This design comes from an exercise in tuning for small area on the open sky130 flow, not from production work. In this exercise RTL edits were held to simulation tests only and were not proved equivalent to the original. No activity file was given, so power comes from the tool's default toggle rates.

==> flow/design.v <==
package coreFrontEndPkg;
  localparam int unsigned XLEN = 32;
  localparam int unsigned REG_NUM = 32;
  localparam int unsigned REG_IDX_WIDTH = $clog2(REG_NUM);
  localparam int unsigned RD_PORT_NUM = 2;
  localparam int unsigned FWD_PORT_NUM = 2;
  localparam int unsigned SET_PORT_NUM = 3;
  localparam int unsigned STEP_WIDTH = 3;
  typedef logic [XLEN-1:0] xlenT;
  typedef logic [REG_IDX_WIDTH-1:0] regIdxT;
  typedef logic [STEP_WIDTH-1:0] pcStepT;
  localparam xlenT START_ADDR = 32'h8000_0000;
endpackage
`timescale 1ns/100ps
module pcGen (
  input  logic                                                      clk,
  input  logic                                                      rstN,
  input  logic                                                      stall,
  input  logic                   [coreFrontEndPkg::SET_PORT_NUM-1:0] setEn,
  input  coreFrontEndPkg::xlenT  [coreFrontEndPkg::SET_PORT_NUM-1:0] setPc,
  input  coreFrontEndPkg::pcStepT                                   nxtPcStep,
  output coreFrontEndPkg::xlenT                                     pc,
  output coreFrontEndPkg::xlenT                                     nxtPc
);
  logic rstFlg;
  always_ff @(posedge clk or negedge rstN) begin
    if (!rstN) begin
      rstFlg <= 1'b0;
    end else if (!rstFlg) begin
      rstFlg <= 1'b1;
    end
  end
  localparam int unsigned SW = coreFrontEndPkg::STEP_WIDTH;
  localparam int unsigned XL = coreFrontEndPkg::XLEN;
  logic selSet0, selSet1, selSet2, selStep, selHold, selInc;
  assign selSet0 = rstFlg & setEn[0];
  assign selSet1 = rstFlg & ~setEn[0] & setEn[1];
  assign selSet2 = rstFlg & ~setEn[0] & ~setEn[1] & setEn[2];
  assign selStep = ~(selSet0 | selSet1 | selSet2);
  logic [SW-1:0] stepMasked;
  logic [SW:0]   loSum;
  assign stepMasked = nxtPcStep & {SW{rstFlg}};
  assign loSum      = {1'b0, pc[SW-1:0]} + {1'b0, stepMasked};
  assign selHold    = selStep & ~loSum[SW];
  assign selInc     = selStep & loSum[SW];
  always_comb begin
    for (int i = 0; i < SW; i++) begin
      nxtPc[i] = (setPc[0][i] & selSet0) | (setPc[1][i] & selSet1) |
                 (setPc[2][i] & selSet2) | (loSum[i] & selStep);
    end
  end
  localparam int unsigned GW = 4;
  localparam int unsigned GN = (XL - SW + GW - 1) / GW;
  logic [XL:SW]   allOnes;
  logic [XL-1:SW] incBit;
  logic [GN:0]    grpCin;
  assign grpCin[0] = 1'b1;
  for (genvar g = 0; g < GN; g++) begin : gGrp
    localparam int unsigned LO = SW + g * GW;
    localparam int unsigned HI = (LO + GW > XL) ? XL - 1 : LO + GW - 1;
    assign allOnes[LO] = grpCin[g];
    assign grpCin[g+1] = grpCin[g] & (&pc[HI:LO]);
  end
  for (genvar i = SW; i < XL; i++) begin : gInc
    if ((i - SW) % GW != GW - 1 && i != XL - 1) begin : gCarry
      incCell incCell_inst (
        .a    (pc[i]),
        .cin  (allOnes[i]),
        .sum  (incBit[i]),
        .cout (allOnes[i+1])
      );
    end else begin : gLast
      assign incBit[i] = pc[i] ^ allOnes[i];
    end
    pcSelBit pcSelBit_inst (
      .set  ({setPc[2][i], setPc[1][i], setPc[0][i]}),
      .sel  ({selSet2, selSet1, selSet0}),
      .pc   (pc[i]),
      .inc  (incBit[i]),
      .hold (selHold),
      .step (selInc),
      .y    (nxtPc[i])
    );
  end
  always_ff @(posedge clk or negedge rstN) begin
    if (!rstN) begin
      pc <= coreFrontEndPkg::START_ADDR;
    end else if (!stall) begin
      pc <= nxtPc;
    end
  end
endmodule
module incCell (
  input  logic a,
  input  logic cin,
  output logic sum,
  output logic cout
);
  assign sum  = a ^ cin;
  assign cout = a & cin;
endmodule
module pcSelBit (
  input  logic [2:0] set,
  input  logic [2:0] sel,
  input  logic       pc,
  input  logic       inc,
  input  logic       hold,
  input  logic       step,
  output logic       y
);
  assign y = (|(set & sel)) | (pc & hold) | (inc & step);
endmodule
`timescale 1ns/100ps
module fwdMux (
  input  logic                  [coreFrontEndPkg::FWD_PORT_NUM-1:0] fwdVld,
  input  coreFrontEndPkg::regIdxT [coreFrontEndPkg::FWD_PORT_NUM-1:0] fwdRd,
  input  coreFrontEndPkg::xlenT [coreFrontEndPkg::FWD_PORT_NUM-1:0] fwdDat,
  input  coreFrontEndPkg::regIdxT                                   rs,
  input  coreFrontEndPkg::xlenT [coreFrontEndPkg::REG_NUM-1:1]      regQ,
  input  logic                  [coreFrontEndPkg::REG_NUM-1:1]      regVld,
  output coreFrontEndPkg::xlenT                                     dat,
  output logic                                                      hazard
);
  logic rsVld;
  logic hit0, hit1;
  logic sel0, sel1, selRf;
  logic [coreFrontEndPkg::REG_NUM-1:1] selReg;
  assign rsVld = |rs;
  assign hit0  = (fwdRd[0] == rs);
  assign hit1  = (fwdRd[1] == rs);
  assign sel0  = rsVld & hit0;
  assign sel1  = rsVld & ~hit0 & hit1;
  assign selRf = ~hit0 & ~hit1;
  logic [7:0] rsHiOh;
  logic [3:0] rsLoOh;
  always_comb begin
    for (int k = 0; k < 8; k++) begin
      rsHiOh[k] = (rs[4:2] == 3'(k));
    end
    for (int j = 0; j < 4; j++) begin
      rsLoOh[j] = selRf & (rs[1:0] == 2'(j));
    end
  end
  for (genvar i = 1; i < coreFrontEndPkg::REG_NUM; i++) begin : gSel
    and3Gate and3Gate_inst (
      .a (rsHiOh[i/4]),
      .b (rsLoOh[i%4]),
      .c (regVld[i]),
      .y (selReg[i])
    );
  end
  logic [32:0] selAll;
  assign selAll = {selReg, sel1, sel0};
  for (genvar b = 0; b < coreFrontEndPkg::XLEN; b++) begin : gBit
    logic [32:0] datAll;
    always_comb begin
      datAll[0] = fwdDat[0][b];
      datAll[1] = fwdDat[1][b];
      for (int i = 1; i < coreFrontEndPkg::REG_NUM; i++) begin
        datAll[i+1] = regQ[i][b];
      end
    end
    rdBit rdBit_inst (
      .d (datAll),
      .s (selAll),
      .y (dat[b])
    );
  end
  assign hazard = (sel0 & ~fwdVld[0]) | (sel1 & ~fwdVld[1]);
endmodule
module rdBit (
  input  logic [32:0] d,
  input  logic [32:0] s,
  output logic        y
);
  logic [10:0] grpN;
  for (genvar g = 0; g < 11; g++) begin : gGrp
    aoi222 aoi222_inst (
      .a (d[3*g+2:3*g]),
      .s (s[3*g+2:3*g]),
      .y (grpN[g])
    );
  end
  assign y = ~&grpN;
endmodule
module aoi222 (
  input  logic [2:0] a,
  input  logic [2:0] s,
  output logic       y
);
  assign y = ~|(a & s);
endmodule
module and3Gate (
  input  logic a,
  input  logic b,
  input  logic c,
  output logic y
);
  assign y = a & b & c;
endmodule
`timescale 1ns/100ps
module regFile (
  input  logic                                                     clk,
  input  logic                                                     rstN,
  input  logic                                                     wrVld,
  input  coreFrontEndPkg::regIdxT                                  wrRd,
  input  coreFrontEndPkg::xlenT                                    wrDat,
  input  logic                   [coreFrontEndPkg::FWD_PORT_NUM-1:0] fwdVld,
  input  coreFrontEndPkg::regIdxT [coreFrontEndPkg::FWD_PORT_NUM-1:0] fwdRd,
  input  coreFrontEndPkg::xlenT  [coreFrontEndPkg::FWD_PORT_NUM-1:0] fwdDat,
  input  coreFrontEndPkg::regIdxT [coreFrontEndPkg::RD_PORT_NUM-1:0] rs,
  output coreFrontEndPkg::xlenT  [coreFrontEndPkg::RD_PORT_NUM-1:0] rsDat,
  output logic                   [coreFrontEndPkg::RD_PORT_NUM-1:0] datHazard
);
  coreFrontEndPkg::xlenT [coreFrontEndPkg::REG_NUM-1:1] regQ;
  logic                  [coreFrontEndPkg::REG_NUM-1:1] regVld;
  logic [coreFrontEndPkg::REG_NUM-1:0] wrEnOh;
  logic [7:0] wrHiOh;
  logic [3:0] wrLoOh;
  always_comb begin
    for (int k = 0; k < 8; k++) begin
      wrHiOh[k] = (wrRd[4:2] == 3'(k));
    end
    for (int j = 0; j < 4; j++) begin
      wrLoOh[j] = wrVld & (wrRd[1:0] == 2'(j));
    end
  end
  assign wrEnOh[0] = 1'b0;
  for (genvar i = 1; i < coreFrontEndPkg::REG_NUM; i++) begin : gWrEn
    and2Gate and2Gate_inst (
      .a (wrHiOh[i/4]),
      .b (wrLoOh[i%4]),
      .y (wrEnOh[i])
    );
  end
  always_ff @(posedge clk) begin
    for (int i = 1; i < coreFrontEndPkg::REG_NUM; i++) begin
      if (wrEnOh[i]) begin
        regQ[i] <= wrDat;
      end
    end
  end
  always_ff @(posedge clk or negedge rstN) begin
    if (!rstN) begin
      regVld <= '0;
    end else begin
      regVld <= regVld | wrEnOh[coreFrontEndPkg::REG_NUM-1:1];
    end
  end
  for (genvar p = 0; p < coreFrontEndPkg::RD_PORT_NUM; p++) begin : gRdPort
    fwdMux fwdMux_inst (
      .fwdVld (fwdVld),
      .fwdRd  (fwdRd),
      .fwdDat (fwdDat),
      .rs     (rs[p]),
      .regQ   (regQ),
      .regVld (regVld),
      .dat    (rsDat[p]),
      .hazard (datHazard[p])
    );
  end
endmodule
module and2Gate (
  input  logic a,
  input  logic b,
  output logic y
);
  assign y = a & b;
endmodule
`timescale 1ns/100ps
module coreFrontEnd (
  input  logic                                                        clk,
  input  logic                                                        rstN,
  input  logic                                                        stall,
  input  logic                    [coreFrontEndPkg::SET_PORT_NUM-1:0] setEn,
  input  coreFrontEndPkg::xlenT   [coreFrontEndPkg::SET_PORT_NUM-1:0] setPc,
  input  coreFrontEndPkg::pcStepT                                     nxtPcStep,
  output coreFrontEndPkg::xlenT                                       pc,
  output coreFrontEndPkg::xlenT                                       nxtPc,
  input  logic                                                        wrVld,
  input  coreFrontEndPkg::regIdxT                                     wrRd,
  input  coreFrontEndPkg::xlenT                                       wrDat,
  input  logic                    [coreFrontEndPkg::FWD_PORT_NUM-1:0] fwdVld,
  input  coreFrontEndPkg::regIdxT [coreFrontEndPkg::FWD_PORT_NUM-1:0] fwdRd,
  input  coreFrontEndPkg::xlenT   [coreFrontEndPkg::FWD_PORT_NUM-1:0] fwdDat,
  input  coreFrontEndPkg::regIdxT [coreFrontEndPkg::RD_PORT_NUM-1:0]  rs,
  output coreFrontEndPkg::xlenT   [coreFrontEndPkg::RD_PORT_NUM-1:0]  rsDat,
  output logic                    [coreFrontEndPkg::RD_PORT_NUM-1:0]  datHazard
);
  pcGen pcGen_inst (
    .clk       (clk),
    .rstN      (rstN),
    .stall     (stall),
    .setEn     (setEn),
    .setPc     (setPc),
    .nxtPcStep (nxtPcStep),
    .pc        (pc),
    .nxtPc     (nxtPc)
  );
  regFile regFile_inst (
    .clk       (clk),
    .rstN      (rstN),
    .wrVld     (wrVld),
    .wrRd      (wrRd),
    .wrDat     (wrDat),
    .fwdVld    (fwdVld),
    .fwdRd     (fwdRd),
    .fwdDat    (fwdDat),
    .rs        (rs),
    .rsDat     (rsDat),
    .datHazard (datHazard)
  );
endmodule
==> flow/flow/run.sh <==
#!/bin/bash
# Standard layout, with plain buf_1 cells as the port buffers and a clock
# tree of clkbuf_16 cells without dummy balancing loads.
set -euo pipefail
export BUFFER_PORTS_ARGS="-buffer_cell sky130_fd_sc_hd__buf_1"
export CTS_ARGS="-sink_clustering_enable -repair_clock_nets -dont_use_dummy_load -sink_clustering_size 30 -sink_clustering_max_diameter 60 -buf_list sky130_fd_sc_hd__clkbuf_16"
bash standard.sh finish > standard_make.log 2>&1
==> flow/standard.sh <==
#!/bin/bash
# synth_recipe.tcl (not shown) runs the flow's synth.tcl, then flattens the netlist and writes it again
# the make line also repeats each setting of config.mk as NAME=value (left out here)
make -C /OpenROAD-flow-scripts/flow DESIGN_CONFIG=/design/flow/config.mk WORK_HOME=/design/flow/orfs CLKGATE_MAP_FILE= SYNTH_SCRIPT=/design/flow/synth_recipe.tcl "${@:-finish}"
==> flow/config.mk <==
export PLATFORM = sky130hd
export DESIGN_NAME = coreFrontEnd
export DESIGN_NICKNAME = coreFrontEnd
export VERILOG_FILES = /design/flow/design.v
export SDC_FILE = /design/flow/constraint.sdc
export NUM_CORES = 4
export LEC_CHECK = 0
export CAP_MARGIN = 20
export CORE_MARGIN = 2
export CORE_UTILIZATION = 60
export SLEW_MARGIN = 20
export SYNTH_HIERARCHICAL = 1
export SYNTH_MINIMUM_KEEP_SIZE = 0
==> flow/constraint.sdc <==
create_clock -name core_clock -period 7.5 [get_ports {clk}]
set_input_delay 1.5000 -clock core_clock [delete_from_list [all_inputs] [get_ports {clk}]]
set_output_delay 1.5000 -clock core_clock [all_outputs]
set_load 0.01 [all_outputs]
==> metrics.cfg, run 1 <==
[run_status]
status=complete, no violations

[timing]
worst_slew_pin_slew_ps=1227
rsz0062_at_grt=no
min_period_over_period_pct=91.08
clock_skew_ps=41.01
finalSetupViolations=0
finalSetupTns_ps=0
hold_viol=0
relSlewSlack_pct=18.22
period_minus_slack_ps=6831
fmax_mhz=146.4
slew_viol_final=0

[hold_path]
hold_start=regFile_inst.regVld[12]
hold_path_class=reg -> reg

[critical_path]
cp-startpoint=rs[2]
crit_path_max_fanout=16
worstPathRequired_ps=6000
arrival_ps=5330
critPathLaunchType=primary input
cp-end-kind=primary output
r2r_start=pcGen_inst.pc[7]
path_class=in -> out

[global_routing]
grt_pass1_wl_um=222300
grt_pass1_vias=32010
grt.total_usage_pct=42.17
antenna_found_initial=3
gr-total-overflow=0
grt_max_degree=65

[clock_network]
cts_sinks=1056
cts_buffer_depth=3
post_cts_buffers=0
h-tree-depth=3
clk_latency_ps=610
path_clk_slew_ps=70
holdBufCountCts=0
cts_made_buffers=67
cts_tree=built
cts_resized=0
cts-root-buf=clkbuf_16

[synthesis]
seq_area_frac_synth_pct=72.68
ys_warn_count=9
ys_seq_elements=1056
syn_area_sq_mm=0.04319
synthFlopType=edfxtp_1
synth_edf_count=992
syn_avg_cell_area_sq_um=17.71
synthArstFlopShare_pct=6.061
synth_cells=2439
synth.distinct_cells=50

[route]
met3_length_um=27410
top_layer_used=met5
wire_per_inst_um=41.16
wirelength_um=161300
m1WireLength_um=52950
drt-vias-per-instance=8.587
ant_nets=0
remaining_drc_errors=0
drtIter0Drc=10440
vias=33650
wl_met2_um=69870
dr.pass1.iters=13

[power]
cellPowerDensity_mw_per_mm2=234.0
p_leak_nw=15.76
power_w=0.01130
ir_worst_vdd_uv=229.2

[floorplan]
die_x_um=272.3
dieHeight_um=272.3
fp.coreArea_sq_mm=0.07136
rows=98
dieArea_sq_mm=0.07415
initial_utilization_pct=60.53
pin_count=359

[placed_design]
gp_congestion=0.9029
dp_hpwl_um=92010
port_buffers=358

[cells_and_area]
fillCellCount=4951
fin_util_pct=67.68
layout-drive-gt1-share_pct=10.82
num-nets-final=3223
area_delta_synth_final_pct=11.82

[flow_run]
cap_violations=0

## cells in the mapped netlist, drive strengths merged (2+ instances only)
library cell / instances / area share, %
clkbuf: 2 / 0.017
nor3: 10 / 0.19
nor3b: 12 / 0.26
and3b: 10 / 0.22
nand2: 37 / 0.32
or2: 33 / 0.48
xor2: 18 / 0.36
dfrtp: 63 / 3.6
a21oi: 2 / 0.023
nor4bb: 2 / 0.046
a222oi: 733 / 17
ha: 24 / 0.70
and2: 37 / 0.54
buf: 13 / 0.25
nor2: 15 / 0.13
or3: 64 / 0.93
xnor2: 11 / 0.22
mux2: 32 / 0.83
a22oi: 30 / 0.52
nor4b: 4 / 0.081
a2bb2o: 2 / 0.093
o211ai: 3 / 0.052
edfxtp: 992 / 69
and3: 66 / 0.96
inv: 6 / 0.052
nand3: 68 / 0.79
nor4: 3 / 0.058
nand4: 135 / 2.0
## state kept, by name, summed over array words and instances, names as in the netlist
name,flops
regFile_inst.regVld,31
regFile_inst.regQ,992
pcGen_inst.rstFlg,1
pcGen_inst.pc,32
## cell usage in the layout (no fill, tap or decap), drive strengths merged, types with 2 or more instances in the layout
cell type and n:
xnor2 11, clkbuf 75, and3 66, nor3b 12, nand3 68, edfxtp 992, buf 467, conb 2
a2bb2o 2, and3b 10, or2 33, or3 64, ha 24, a222oi 733, nor4b 4, nand4 135
mux2 32, o211ai 3, nor2 15, and2 37, diode 2, nor3 10, nor4 3, inv 6
a21oi 2, xor2 18, a22oi 30, nand2 37, nor4bb 2, dfrtp 63
## cells by family after synthesis
| logic type | after synthesis | synth area share (%) |
|---|---|---|
| multiplexers | 32 | 0.8343 |
| buffers and inverters | 21 | 0.3215 |
| flip-flops | 1056 | 72.68 |
| AO/OA/AOI/OAI | 775 | 17.77 |
| other | 1 | 0.008682 |
| adder cells (fa/ha/maj) | 25 | 0.7416 |
| AND/OR/NAND/NOR | 500 | 7.065 |
| XOR/XNOR | 29 | 0.5880 |
## report_power, final
group	internal, W	leakage [nW]	switching (W)
clock network	0.00159	0.826	0.00180
registers	0.00660	9.69	0.000135
logic	0.000386	5.24	0.000791
## per-stage QoR
stage / cell area, sq um / setup WS (ps) / cells / hold WS, ps
2_1_floorplan: 43200 / 1913 / 2440 / 445.2
3_3_place_gp: 46530 / 378.3 / 3846 / 460.4
3_5_place_dp: 46580 / 784.1 / 3849 / 460.7
4_1_cts: 48260 / 781.2 / 3916 / 477.5
5_1_grt: 48300 / 557.2 / 3918 / 497.0
6_report: 48300 / 669.1 / 3919 / 479.4
## modules after synthesis (local to each module, per instance), excerpt
module    cells  flip-flops and latches  cell area, sq um
incCell       1                       0             12.51
aoi222        1                       0             10.01
and3Gate      1                       0             6.256
regFile    1066                    1023             30850
fwdMux       41                       0             341.6
pcSelBit      3                       0             21.27
and2Gate      1                       0             6.256
rdBit         4                       0             23.77
pcGen       130                      33              1627
## final timing paths
check                                          end  slack (ps)  cells past startpoint
hold reg to reg            regFile_inst.regVld[12]         480                      1
max in group asynchronous         pcGen_inst.pc[2]        5770                      2
setup reg to reg                 pcGen_inst.pc[29]        4710                      9
hold / removal             regFile_inst.regVld[12]         480                      1
min in group asynchronous        pcGen_inst.pc[26]        1110                      2
setup / recovery                          rsDat[2]         670                     11
## critical path: stages
cell      delay [ps]
buf_1            400
xor2_1           190
nor2_1            80
and2_1           200
nor4b_2          700
and3_1           980
buf_4            340
a222oi_1         120
nand4_1          440
or3_1            190
buf_1            160
## cell type report
class / count / area [sq um] / share of cell area [%]
clock buffer: 67 / 1677 / 3.471
timing repair buffer: 475 / 2261 / 4.681
inverter: 6 / 22.52 / 0.04663
sequential: 1056 / 31390 / 64.99
multi-input combinational: 1363 / 11760 / 24.34
tap: 950 / 1189 / 2.461
antenna: 2 / 5.005 / 0.01036
## metal layers
layer / GRT usage (%) / vias up
met5: 0.5135 / -
met3: 13.90 / 537
met4: 25.88 / 2
li1: - / 13020
met1: 55.37 / 16490
met2: 61.35 / 3601
==> inputs of run 2 (changes only) <==
==> flow/flow/run.sh (replaced) <==
#!/bin/bash
# Standard layout, with plain buf_1 cells as the port buffers and a clock
# tree of clkbuf_8 cells without dummy balancing loads.
set -euo pipefail
export BUFFER_PORTS_ARGS="-buffer_cell sky130_fd_sc_hd__buf_1"
export CTS_ARGS="-sink_clustering_enable -repair_clock_nets -dont_use_dummy_load -sink_clustering_size 20 -sink_clustering_max_diameter 50 -buf_list sky130_fd_sc_hd__clkbuf_8"
bash standard.sh finish > standard_make.log 2>&1
==> metrics.cfg, run 2 <==
[run_status]
status=complete, no violations  ; unchanged

[hold_path]
hold_path_class=reg -> reg  ; unchanged

[synthesis]
ys_top_cells_by_count=edfxtp_1 (992), a222oi_1 (733), nand4_1 (134), nand3_1 (68), or3_1 (64)  ; unchanged
yosysTopAreaCellShare_pct=68.96  ; unchanged
synth.area.top_cells=edfxtp_1 (69%), a222oi_1 (17%), dfrtp_1 (3.6%)  ; unchanged
ys_seq_elements=1056  ; unchanged
syn_avg_cell_area_sq_um=17.71  ; unchanged
yosysMostFrequentCell=edfxtp_1  ; unchanged
synth_edf_count=992  ; unchanged
synth.distinct_cells=50  ; unchanged
syn_area_sq_mm=0.04319  ; unchanged
synth_cells=2439  ; unchanged
ys_warn_count=9  ; unchanged
synthFlopType=edfxtp_1  ; unchanged
seq_area_frac_synth_pct=72.68  ; unchanged
synth_top_area_cell=edfxtp_1  ; unchanged
synthArstFlopShare_pct=6.061  ; unchanged

[timing]
fmax_mhz=144.2  ; was 146.4 MHz
clock_skew_ps=46.10  ; was 41.01 ps
relSlewSlack_pct=16.65  ; was 18.22%
slew_viol_final=0  ; unchanged
min_period_over_period_pct=92.47  ; was 91.08%
finalSetupTns_ps=0  ; unchanged
period_minus_slack_ps=6935  ; was 6831 ps
hold_viol=0  ; unchanged
worst_slew_pin_slew_ps=1250  ; was 1227 ps
rsz0062_at_grt=no  ; unchanged
finalSetupViolations=0  ; unchanged

[clock_network]
cts_resized=0  ; unchanged
path_clk_slew_ps=60  ; was 70 ps
clk_latency_ps=710  ; was 610 ps
holdBufCountCts=0  ; unchanged
h-tree-depth=3  ; unchanged
cts_buffer_depth=3  ; unchanged
cts_sinks=1056  ; unchanged
cts-root-buf=clkbuf_8  ; was clkbuf_16
cts_made_buffers=94  ; was 67
post_cts_buffers=0  ; unchanged
cts_tree=built  ; unchanged

[global_routing]
grt_pass1_vias=32190  ; was 32010
antenna_found_initial=5  ; was 3
gr-total-overflow=0  ; unchanged
grt_max_degree=65  ; unchanged
grt.total_usage_pct=42.33  ; was 42.17%
grt_pass1_wl_um=223100  ; was 222300 um

[floorplan]
rows=98  ; unchanged
dieHeight_um=272.3  ; unchanged
dieArea_sq_mm=0.07415  ; unchanged
die_x_um=272.3  ; unchanged
pin_count=359  ; unchanged
fp.coreArea_sq_mm=0.07136  ; unchanged
initial_utilization_pct=60.53  ; unchanged

[critical_path]
worst_path_largest_cell_delay_ps=990  ; was 980 ps
path_class=in -> out  ; unchanged
worstPathRequired_ps=6000  ; about the same
arrival_ps=5440  ; was 5330 ps
path_common_cell=buf_1  ; unchanged
cpMaxStageDelayCell=and3_1  ; unchanged
cp-end-kind=primary output  ; unchanged
critPathLaunchType=primary input  ; unchanged
crit_path_max_fanout=16  ; unchanged
crit_chain=buf_1 > xor2_1 > nor3_2 > and2_1 > nor4b_2 > and3_1 > buf_4 > a222oi_1 > nand4_1 > or3_1 > buf_1  ; was buf_1 > xor2_1 > nor2_1 > and2_1 > nor4b_2 > and3_1 > buf_4 > a222oi_1 > nand4_1 > or3_1 > buf_1

[route]
drt-vias-per-instance=8.538  ; was 8.587
m1WireLength_um=53060  ; was 52950 um
drtIter0Drc=10540  ; was 10440
wl_met2_um=70360  ; was 69870 um
ant_nets=0  ; unchanged
remaining_drc_errors=0  ; unchanged
top_layer_used=met5  ; unchanged
met3_length_um=27350  ; was 27410 um
vias=33740  ; was 33650
wire_per_inst_um=40.91  ; was 41.16 um
dr.pass1.iters=15  ; was 13
wirelength_um=161700  ; was 161300 um

[power]
pwr-share-seq_pct=62.3  ; was 59.6%
power_w=0.01081  ; was 0.01130 W
p_sw_w=0.002709  ; was 0.002729 W
ir_worst_vdd_uv=185.2  ; was 229.2 uV
combPwrFrac_pct=10.9  ; was 10.4%
p_leak_nw=15.61  ; was 15.76 nW
p_sw_share_pct=25.06  ; was 24.14%
pwr-share-clk_pct=26.8  ; was 30.0%
cellPowerDensity_mw_per_mm2=225.5  ; was 234.0 mW/mm^2
internal_power_w=0.008100  ; was 0.008575 W

[cells_and_area]
stdcell_count=3952  ; was 3919
num-nets-final=3250  ; was 3223
fin_util_pct=67.17  ; was 67.68%
layout-drive-gt1-share_pct=11.62  ; was 10.82%
final_cell_mix=edfxtp_1 (992), a222oi_1 (733), buf_1 (346)  ; unchanged
largest_register=regFile_inst.regQ  ; unchanged
layout_commonest_cell=edfxtp_1  ; unchanged
largest_register_ffs=992  ; unchanged
reg_top3=regFile_inst.regQ: 992 flops, pcGen_inst.pc: 32 flops, regFile_inst.regVld: 31 flops  ; unchanged
area_delta_synth_final_pct=10.97  ; was 11.82%
final_cell_area_sq_mm=0.04793  ; was 0.04830 sq mm

[placed_design]
dpl_cell_area_sq_mm=0.04658  ; unchanged
gp_congestion=0.9029  ; unchanged
dp.cells=3849  ; unchanged
port_buffers=358  ; unchanged
dp_hpwl_um=92010  ; unchanged

[flow_run]
cap_violations=0  ; unchanged

run 2: changes by cell type in the layout (fill, tap and decap cells not counted):
cell,change
clkbuf_16,-67
clkbuf_8,+94
diode_2,+6
run 2: area by class of cell:
type / count / area [sq um]
clock buffers: 94 / 1294
flip-flops and latches: 1056 / 31390
fillers: 4992 / 23430
diodes: 8 / 20.02
well taps: 950 / 1189
repair buffers: 475 / 2261
multi-input cells: 1363 / 11760
inverters: 6 / 22.52
run 2: stage by stage:
stage	hold slack, ps	setup WS [ps]
after detailed placement	460.7	784.1
after global placement	460.4	378.3
final	475.9	564.6
after global routing	492.4	556.4
after CTS	474.5	777.7
after floorplan	445.2	1913
run 2: power groups by stage:
stage	Combinational (W)	Clock [W]	Sequential (W)
2_1_floorplan	0.000529	0	0.00685
5_1_grt	0.00122	0.00311	0.00675
4_1_cts	0.00114	0.00290	0.00673
3_5_place_dp	0.00114	0	0.00686
6_report	0.00118	0.00290	0.00674
3_3_place_gp	0.00112	0	0.00685
run 2: logic make-up (layout without fill, tap and decap cells):
logic type | after synthesis | count (layout) | synth area share [%]
AND/OR/NAND/NOR | 500 | 500 | 7.065
multiplexers | 32 | 32 | 0.8343
other | 1 | 10 | 0.008682
AO/OA/AOI/OAI | 775 | 775 | 17.77
adder cells (fa/ha/maj) | 25 | 25 | 0.7416
buffers and inverters | 21 | 575 | 0.3215
XOR/XNOR | 29 | 29 | 0.5880
flip-flops | 1056 | 1056 | 72.68
run 2: per-module statistics from Yosys, one instance, submodules excluded, excerpt:
module | flops+latches | cells inside | copies in the design
and3Gate | 0 | 1 | 62
fwdMux | 0 | 41 | 2
incCell | 0 | 1 | 21
pcGen | 33 | 130 | 1
pcSelBit | 0 | 3 | 29
rdBit | 0 | 4 | 64
regFile | 1023 | 1066 | 1
run 2: worst max-delay path: cells and delay by family:
kind,cells,cell delay [ps]
compound gates,1,130
xor+xnor,1,220
buf+inv,3,920
simple gates,6,2620
run 2: path summary, 6_finish.rpt:
check | depth (start not counted) | slack, ps | to | from
hold / removal | 1 | 480 | regFile_inst.regVld[18] | regFile_inst.regVld[18]
setup reg to reg | 10 | 4740 | pcGen_inst.pc[30] | pcGen_inst.pc[3]
max in group asynchronous | 2 | 5870 | regFile_inst.regVld[4] | rstN
min in group asynchronous | 2 | 990 | regFile_inst.regVld[6] | rstN
hold reg to reg | 1 | 480 | regFile_inst.regVld[18] | regFile_inst.regVld[18]
setup / recovery | 11 | 560 | rsDat[22] | rs[3]
run 2: per-layer routing:
layer  up-vias  track usage (%)
met5         -           0.5135
met3       514            14.03
met4         2            24.75
met2      3633            61.93
met1     16540            55.72
li1      13050                -
==> inputs of run 3 (changes only) <==
--- a/flow/config.mk
+++ b/flow/config.mk
@@ -9,3 +9,3 @@
 export CORE_MARGIN = 2
-export CORE_UTILIZATION = 60
+export CORE_UTILIZATION = 50
 export SLEW_MARGIN = 20
==> metrics.cfg, run 3 <==
[run_status]
status=complete, no violations  ; unchanged

[route]
wirelength_um=174000  ; was 161700 um
wire_per_inst_um=41.79  ; was 40.91 um
remaining_drc_errors=0  ; unchanged
vias=33860  ; was 33740
top_layer_used=met5  ; unchanged
m1WireLength_um=59080  ; was 53060 um
met3_length_um=27070  ; was 27350 um
drt-vias-per-instance=8.134  ; was 8.538
wl_met2_um=76230  ; was 70360 um
ant_nets=0  ; unchanged
drtIter0Drc=9827  ; was 10540
dr.pass1.iters=17  ; was 15

[timing]
finalSetupViolations=0  ; unchanged
min_period_over_period_pct=92.62  ; was 92.47%
holdWs_ps=482.9  ; was 475.9 ps
hold_viol=0  ; unchanged
finalSetupTns_ps=0  ; unchanged
rsz0062_at_grt=no  ; unchanged
worst_slew_pin_slew_ps=1178  ; was 1250 ps
slew_viol_final=0  ; unchanged
clock_skew_ps=62.08  ; was 46.10 ps
fmax_mhz=144.0  ; was 144.2 MHz
period_minus_slack_ps=6947  ; was 6935 ps
relSlewSlack_pct=21.45  ; was 16.65%

[global_routing]
grt_pass1_vias=33040  ; was 32190
antenna_found_initial=8  ; was 5
gr-total-overflow=0  ; unchanged
grt.total_usage_pct=37.82  ; was 42.33%
grt_pass1_wl_um=239100  ; was 223100 um
grt_max_degree=65  ; unchanged

[clock_network]
post_cts_buffers=0  ; unchanged
cts_sinks=1056  ; unchanged
cts_made_buffers=105  ; was 94
h-tree-depth=3  ; unchanged
holdBufCountCts=0  ; unchanged
cts-root-buf=clkbuf_8  ; unchanged
cts_buffer_depth=3  ; unchanged
cts_tree=built  ; unchanged
path_clk_slew_ps=50  ; was 60 ps
cts_resized=0  ; unchanged
clk_latency_ps=760  ; was 710 ps

[synthesis]
ys_top_cells_by_count=edfxtp_1 (992), a222oi_1 (733), nand4_1 (134), nand3_1 (68), or3_1 (64)  ; unchanged
ys_warn_count=9  ; unchanged
ys_seq_elements=1056  ; unchanged
synthArstFlopShare_pct=6.061  ; unchanged
synth_top_area_cell=edfxtp_1  ; unchanged
seq_area_frac_synth_pct=72.68  ; unchanged
yosysMostFrequentCell=edfxtp_1  ; unchanged
synth.area.top_cells=edfxtp_1 (69%), a222oi_1 (17%), dfrtp_1 (3.6%)  ; unchanged
syn_area_sq_mm=0.04319  ; unchanged
yosysTopAreaCellShare_pct=68.96  ; unchanged
synth.distinct_cells=50  ; unchanged
syn_avg_cell_area_sq_um=17.71  ; unchanged
synthFlopType=edfxtp_1  ; unchanged
synth_cells=2439  ; unchanged
synth_edf_count=992  ; unchanged

[floorplan]
fp.coreArea_sq_mm=0.08541  ; was 0.07136 sq mm
dieHeight_um=297.9  ; was 272.3 um
die_x_um=297.9  ; was 272.3 um
dieArea_sq_mm=0.08876  ; was 0.07415 sq mm
initial_utilization_pct=50.57  ; was 60.53%
pin_count=359  ; unchanged
rows=107  ; was 98

[critical_path]
crit_path_max_fanout=13  ; was 16
worstPathRequired_ps=6000  ; about the same
cp-end-kind=primary output  ; unchanged
path_class=in -> out  ; unchanged
arrival_ps=5450  ; was 5440 ps
critPathLaunchType=primary input  ; unchanged

[cells_and_area]
layout-drive-gt1-share_pct=12.47  ; was 11.62%
largest_register_ffs=992  ; unchanged
area_delta_synth_final_pct=12.22  ; was 10.97%
layout_commonest_cell=edfxtp_1  ; unchanged
largest_register=regFile_inst.regQ  ; unchanged
final_cell_mix=edfxtp_1 (992), a222oi_1 (733), buf_1 (347)  ; was edfxtp_1 (992), a222oi_1 (733), buf_1 (346)
stdcell_count=4163  ; was 3952
reg_top3=regFile_inst.regQ: 992 flops, pcGen_inst.pc: 32 flops, regFile_inst.regVld: 31 flops  ; unchanged
fillCellCount=6813  ; was 4992
num-nets-final=3271  ; was 3250

[power]
cellPowerDensity_mw_per_mm2=227.6  ; was 225.5 mW/mm^2
ir_worst_vdd_uv=154.6  ; was 185.2 uV
p_leak_nw=15.75  ; was 15.61 nW

[placed_design]
port_buffers=358  ; unchanged
dp_hpwl_um=99690  ; was 92010 um
gp_congestion=0.9776  ; was 0.9029
dp.cells=4054  ; was 3849

[flow_run]
cap_violations=0  ; unchanged

[hold_path]
hold_path_class=reg -> reg  ; unchanged

run 3: cell types whose count changed in the layout (fill, tap and decap cells not counted), sizes merged:
cell	delta
clkbuf	+10
diode	-4
buf	+11
run 3: cells by family (layout without fill, tap and decap cells):
logic type | count (synthesis) | in the layout | synth area share, %
AO/OA/AOI/OAI | 775 | 775 | 17.77
adder cells (fa/ha/maj) | 25 | 25 | 0.7416
AND/OR/NAND/NOR | 500 | 500 | 7.065
flip-flops | 1056 | 1056 | 72.68
buffers and inverters | 21 | 596 | 0.3215
other | 1 | 6 | 0.008682
XOR/XNOR | 29 | 29 | 0.5880
multiplexers | 32 | 32 | 0.8343
run 3: worst paths after layout:
kind,from,end,slack [ps],cells after the start
worst min register to register,regFile_inst.regVld[7],regFile_inst.regVld[7],480,1
min in group asynchronous,rstN,pcGen_inst.pc[23],950,2
worst min-delay path,regFile_inst.regVld[7],regFile_inst.regVld[7],480,1
worst max-delay path,rs[9],rsDat[62],550,12
worst max register to register,pcGen_inst.pc[9],pcGen_inst.pc[29],4640,9
max in group asynchronous,rstN,regFile_inst.regVld[11],5850,2
run 3: area by class of cell:
type                            count  area, sq um  share of cell area (%)
Multi-Input combinational cell   1363        11760                   24.25
Antenna cell                        4        10.01                 0.02065
Tap cell                         1144         1431                   2.953
Clock buffer                      105         1445                   2.981
Timing Repair Buffer              485         2415                   4.982
Inverter                            6        22.52                 0.04646
Sequential cell                  1056        31390                   64.76
run 3: critical path, cell delays in order:
cell	delay, ps
buf_1	400
xnor2_1	180
nand3_1	160
nor2_1	340
nor4b_1	110
buf_4	200
and3_1	530
buf_4	440
a222oi_1	790
nand4_1	160
or3_1	450
buf_1	160
run 3: metrics by stage:
stage	setup WS [ps]	utilization (%)	instance area [sq um]	power [W]
2_1_floorplan	1913	-	43200	0.007384
3_3_place_gp	725.0	55.00	46980	0.007998
6_report	553.5	56.75	48470	0.01103
3_5_place_dp	865.6	55.03	47010	0.008032
4_1_cts	861.9	56.72	48450	0.01101
5_1_grt	498.4	56.75	48470	0.01132
run 3: per-layer routing:
layer	up-vias	track usage [%]
li1	13070	-
met1	16900	49.23
met2	3318	55.70
met3	581	11.71
met4	2	23.20
met5	-	0
run 3: power by group:
part	total (W)	internal [W]	leakage, nW	switching (W)
logic	0.00121	0.000389	5.30	0.000818
clock network	0.00308	0.00124	0.755	0.00184
registers	0.00674	0.00660	9.69	0.000138
total	0.0110	0.00823	15.8	0.00280
run 3: modules after synthesis, one instance, submodules excluded, excerpt:
module    area (sq um)  cells  copies in the design
rdBit            23.77      4                    64
incCell          12.51      1                    21
pcSelBit         21.27      3                    29
aoi222           10.01      1                   704
regFile          30850   1066                     1
and3Gate         6.256      1                    62
fwdMux           341.6     41                     2
and2Gate         6.256      1                    31
pcGen             1627    130                     1
==> inputs of run 4 (changes only) <==
==> flow/flow/run.sh (replaced) <==
#!/bin/bash
# Standard layout, with plain buf_1 cells as the port buffers, a clock tree
# of clkbuf_8 cells without dummy balancing loads, and power recovery
# (downsizing of gates off the critical paths) after global routing.
set -euo pipefail
export BUFFER_PORTS_ARGS="-buffer_cell sky130_fd_sc_hd__buf_1"
export CTS_ARGS="-sink_clustering_enable -repair_clock_nets -dont_use_dummy_load -sink_clustering_size 20 -sink_clustering_max_diameter 50 -buf_list sky130_fd_sc_hd__clkbuf_8"
export RECOVER_POWER=100
bash standard.sh finish > standard_make.log 2>&1
--- a/flow/config.mk
+++ b/flow/config.mk
@@ -9,3 +9,3 @@
 export CORE_MARGIN = 2
-export CORE_UTILIZATION = 50
+export CORE_UTILIZATION = 60
 export SLEW_MARGIN = 20
==> metrics.cfg, run 4 <==
[run_status]
status=complete, but fails checks  ; was complete, no violations
so_faults=max-capacitance violations, max-slew violations

[critical_path]
cp-end-kind=primary output  ; unchanged
worstPathRequired_ps=6000  ; about the same
crit_path_max_fanout=20  ; was 13
r2r_slack_ps=3940  ; was 4640 ps
reg2reg_to=pcGen_inst.pc[7]  ; was pcGen_inst.pc[29]
path_class=in -> out  ; unchanged
path_common_cell=clkbuf_1
worst_path_largest_cell_delay_ps=1070  ; was 790 ps
r2r_start=pcGen_inst.rstFlg  ; was pcGen_inst.pc[9]
critPathLaunchType=primary input  ; unchanged
cp-startpoint=rs[9]  ; unchanged
path_buf_inv=4  ; unchanged
arrival_ps=5500  ; was 5450 ps
r2r_cells=9  ; unchanged
crit_family=simple AND/OR/NAND/NOR gates  ; unchanged
cpMaxStageDelayCell=and3_1  ; was a222oi_1
crit_chain=clkbuf_1 > xor2_1 > nor3_1 > and2_0 > nor4b_1 > clkbuf_1 > and3_1 > buf_4 > a222oi_1 > nand4_1 > or3_1 > buf_1  ; was buf_1 > xnor2_1 > nand3_1 > nor2_1 > nor4b_1 > buf_4 > and3_1 > buf_4 > a222oi_1 > nand4_1 > or3_1 > buf_1

[global_routing]
antenna_found_initial=5  ; was 8
grt_pass1_vias=32190  ; was 33040
grt.total_usage_pct=42.33  ; was 37.82%
grt_pass1_wl_um=223100  ; was 239100 um
gr-total-overflow=0  ; unchanged
grt_max_degree=65  ; unchanged

[synthesis]
yosysMostFrequentCell=edfxtp_1  ; unchanged
synth.distinct_cells=50  ; unchanged
ys_warn_count=9  ; unchanged
synth_cells=2439  ; unchanged
syn_area_sq_mm=0.04319  ; unchanged
synth_top_area_cell=edfxtp_1  ; unchanged
synthArstFlopShare_pct=6.061  ; unchanged
yosysTopAreaCellShare_pct=68.96  ; unchanged
seq_area_frac_synth_pct=72.68  ; unchanged
ys_seq_elements=1056  ; unchanged
synthFlopType=edfxtp_1  ; unchanged
synth_edf_count=992  ; unchanged
synth.area.top_cells=edfxtp_1 (69%), a222oi_1 (17%), dfrtp_1 (3.6%)  ; unchanged
ys_top_cells_by_count=edfxtp_1 (992), a222oi_1 (733), nand4_1 (134), nand3_1 (68), or3_1 (64)  ; unchanged
syn_avg_cell_area_sq_um=17.71  ; unchanged

[route]
remaining_drc_errors=0  ; unchanged
drt-vias-per-instance=8.533  ; was 8.134
ant_nets=0  ; unchanged
vias=33700  ; was 33860
wire_per_inst_um=40.92  ; was 41.79 um
dr.pass1.iters=17  ; unchanged
wirelength_um=161600  ; was 174000 um
drtIter0Drc=10590  ; was 9827

[floorplan]
initial_utilization_pct=60.53  ; was 50.57%
pin_count=359  ; unchanged
dieHeight_um=272.3  ; was 297.9 um
fp.coreArea_sq_mm=0.07136  ; was 0.08541 sq mm
rows=98  ; was 107
die_x_um=272.3  ; was 297.9 um
dieArea_sq_mm=0.07415  ; was 0.08876 sq mm

[timing]
period_minus_slack_ps=7004  ; was 6947 ps
min_period_over_period_pct=93.39  ; was 92.62%
worst_slew_pin_slew_ps=3843  ; was 1178 ps
fmax_mhz=142.8  ; was 144.0 MHz
finalSetupTns_ps=0  ; unchanged
hold_viol=0  ; unchanged
rsz0062_at_grt=no  ; unchanged
finalSetupViolations=0  ; unchanged
slew_viol_final=1360  ; was 0
clock_skew_ps=39.23  ; was 62.08 ps
relSlewSlack_pct=-156.2  ; was 21.45%

[clock_network]
clk_latency_ps=710  ; was 760 ps
path_clk_slew_ps=50  ; about the same
cts_resized=0  ; unchanged
post_cts_buffers=0  ; unchanged
cts_tree=built  ; unchanged
cts_made_buffers=94  ; was 105
h-tree-depth=3  ; unchanged
cts-root-buf=clkbuf_8  ; unchanged
cts_sinks=1056  ; unchanged
holdBufCountCts=0  ; unchanged
cts_buffer_depth=3  ; unchanged

[placed_design]
dp_hpwl_um=92010  ; was 99690 um
gp_congestion=0.9029  ; was 0.9776
dpl_cell_area_sq_mm=0.04658  ; was 0.04701 sq mm
port_buffers=358  ; unchanged

[power]
cellPowerDensity_mw_per_mm2=226.6  ; was 227.6 mW/mm^2
ir_worst_vdd_uv=185.3  ; was 154.6 uV
p_leak_nw=15.38  ; was 15.75 nW

[cells_and_area]
largest_register_ffs=992  ; unchanged
num-nets-final=3250  ; was 3271
final_cell_mix=edfxtp_1 (992), a222oi_1 (733), buf_1 (335)  ; was edfxtp_1 (992), a222oi_1 (733), buf_1 (347)
reg_top3=regFile_inst.regQ: 992 flops, pcGen_inst.pc: 32 flops, regFile_inst.regVld: 31 flops  ; unchanged
fillCellCount=5032  ; was 6813
layout_commonest_cell=edfxtp_1  ; unchanged
final_cell_area_sq_mm=0.04770  ; was 0.04847 sq mm
largest_register=regFile_inst.regQ  ; unchanged
area_delta_synth_final_pct=10.42  ; was 12.22%
layout-drive-gt1-share_pct=9.185  ; was 12.47%

[hold_path]
hold_start=regFile_inst.regVld[27]  ; was regFile_inst.regVld[7]
hold_path_class=reg -> reg  ; unchanged
holdPathStages=1  ; unchanged
hold_end=regFile_inst.regVld[27]  ; was regFile_inst.regVld[7]

[flow_run]
cap_violations=40  ; was 0

-- run 4: worst register-to-register path, stage by stage (launching register included) --
cell and delay, ps:
dfrtp_1 560, nand2_1 170, inv_1 90, ha_1 220
a21o_1 150, a21oi_1 300, and2_0 1380, a222oi_1 240
nand2_1 200, mux2_2 160
-- run 4: metal layers --
layer | global-route usage [%] | vias to the layer above | routed length (um)
met4 | 24.75 | 4 | 10850
met3 | 14.03 | 524 | 26960
met2 | 61.93 | 3543 | 70370
met5 | 0.5135 | - | 62
met1 | 55.72 | 16580 | 53370
li1 | - | 13040 | -
-- run 4: how the worst max path moves through the flow --
stage	to	depth (start not counted)	slack, ps
after CTS	rsDat[2]	12	780
final	rsDat[35]	12	500
after global placement	rsDat[22]	11	380
after floorplan	rsDat[0]	7	1910
after global routing	rsDat[35]	12	350
after detailed placement	rsDat[2]	12	780
-- run 4: area by class of cell --
class	instances	area, sq um	area share, %
Inverter	6	22.52	0.04722
Clock buffer	94	1294	2.712
Timing Repair Buffer	475	2067	4.334
Multi-Input combinational cell	1363	11720	24.57
Sequential cell	1056	31390	65.82
Antenna cell	5	12.51	0.02623
Tap cell	950	1189	2.492
-- run 4: per-module statistics from Yosys, one instance, submodules excluded, a selection --
module	cells	copies in the design	area (sq um)	flops+latches
incCell	1	21	12.51	0
and2Gate	1	31	6.256	0
pcGen	130	1	1627	33
pcSelBit	3	29	21.27	0
aoi222	1	704	10.01	0
and3Gate	1	62	6.256	0
regFile	1066	1	30850	1023
rdBit	4	64	23.77	0
-- run 4: cells by family (layout without fill, tap and decap cells) --
kind of cell,count (synthesis),count (layout),share of synthesized area [%]
adder cells (fa/ha/maj),25,25,0.7416
AND/OR/NAND/NOR,500,500,7.065
other,1,7,0.008682
multiplexers,32,32,0.8343
buffers and inverters,21,575,0.3215
flip-flops,1056,1056,72.68
XOR/XNOR,29,29,0.5880
AO/OA/AOI/OAI,775,775,17.77
-- run 4: where the power goes --
part	switching [W]	internal, W	total (W)
Clock	0.00178	0.00111	0.00289
Combinational	0.000791	0.000377	0.00117
Sequential	0.000135	0.00661	0.00674
Total	0.00271	0.00810	0.0108
-- run 4: stage by stage --
step                      hold slack (ps)  power [W]  util (%)  cells  worst slack [ps]
final                               477.9    0.01081     66.84   3949             496.0
after floorplan                     445.2   0.007384         -   2440              1913
after detailed placement            460.7   0.008001     65.27   3849             784.1
after CTS                           474.5    0.01077     67.08   3943             777.7
after global placement              460.4   0.007968     65.20   3846             378.3
after global routing                492.4    0.01108     66.83   3947             347.7

## static timing again, ports no longer ideal
The flow's constraints put no driver on any port. The routed layouts listed below were extracted and timed again, unchanged, in two steps. Step 1 sets driving cells, clkbuf_16 on the clock port and buf_2 on the other inputs (assumed; they add their load-dependent delay and slew). Step 2 also shifts input and output timing later by t, the mid clock arrival at the registers, as if the neighbouring blocks saw the same clock. a / b / c = ideal ports / drivers / drivers and shift; a / b = the first two.
run	shift t [ns]	slack for setup (ns)	worst setup path at the end	slew at the worst register clock pin (ns)	worst data-port slew with drivers (ns)
run 1	0.686	0.669 / 0.643 / 0.643	input to output	0.10 / 0.10	0.08
run 2	0.775	0.565 / 0.539 / 0.539	input to output	0.12 / 0.12	0.08
run 3	0.787	0.553 / 0.527 / 0.527	input to output	0.11 / 0.11	0.16
run 4	0.775	0.496 / 0.471 / 0.471	input to output	0.12 / 0.12	0.08
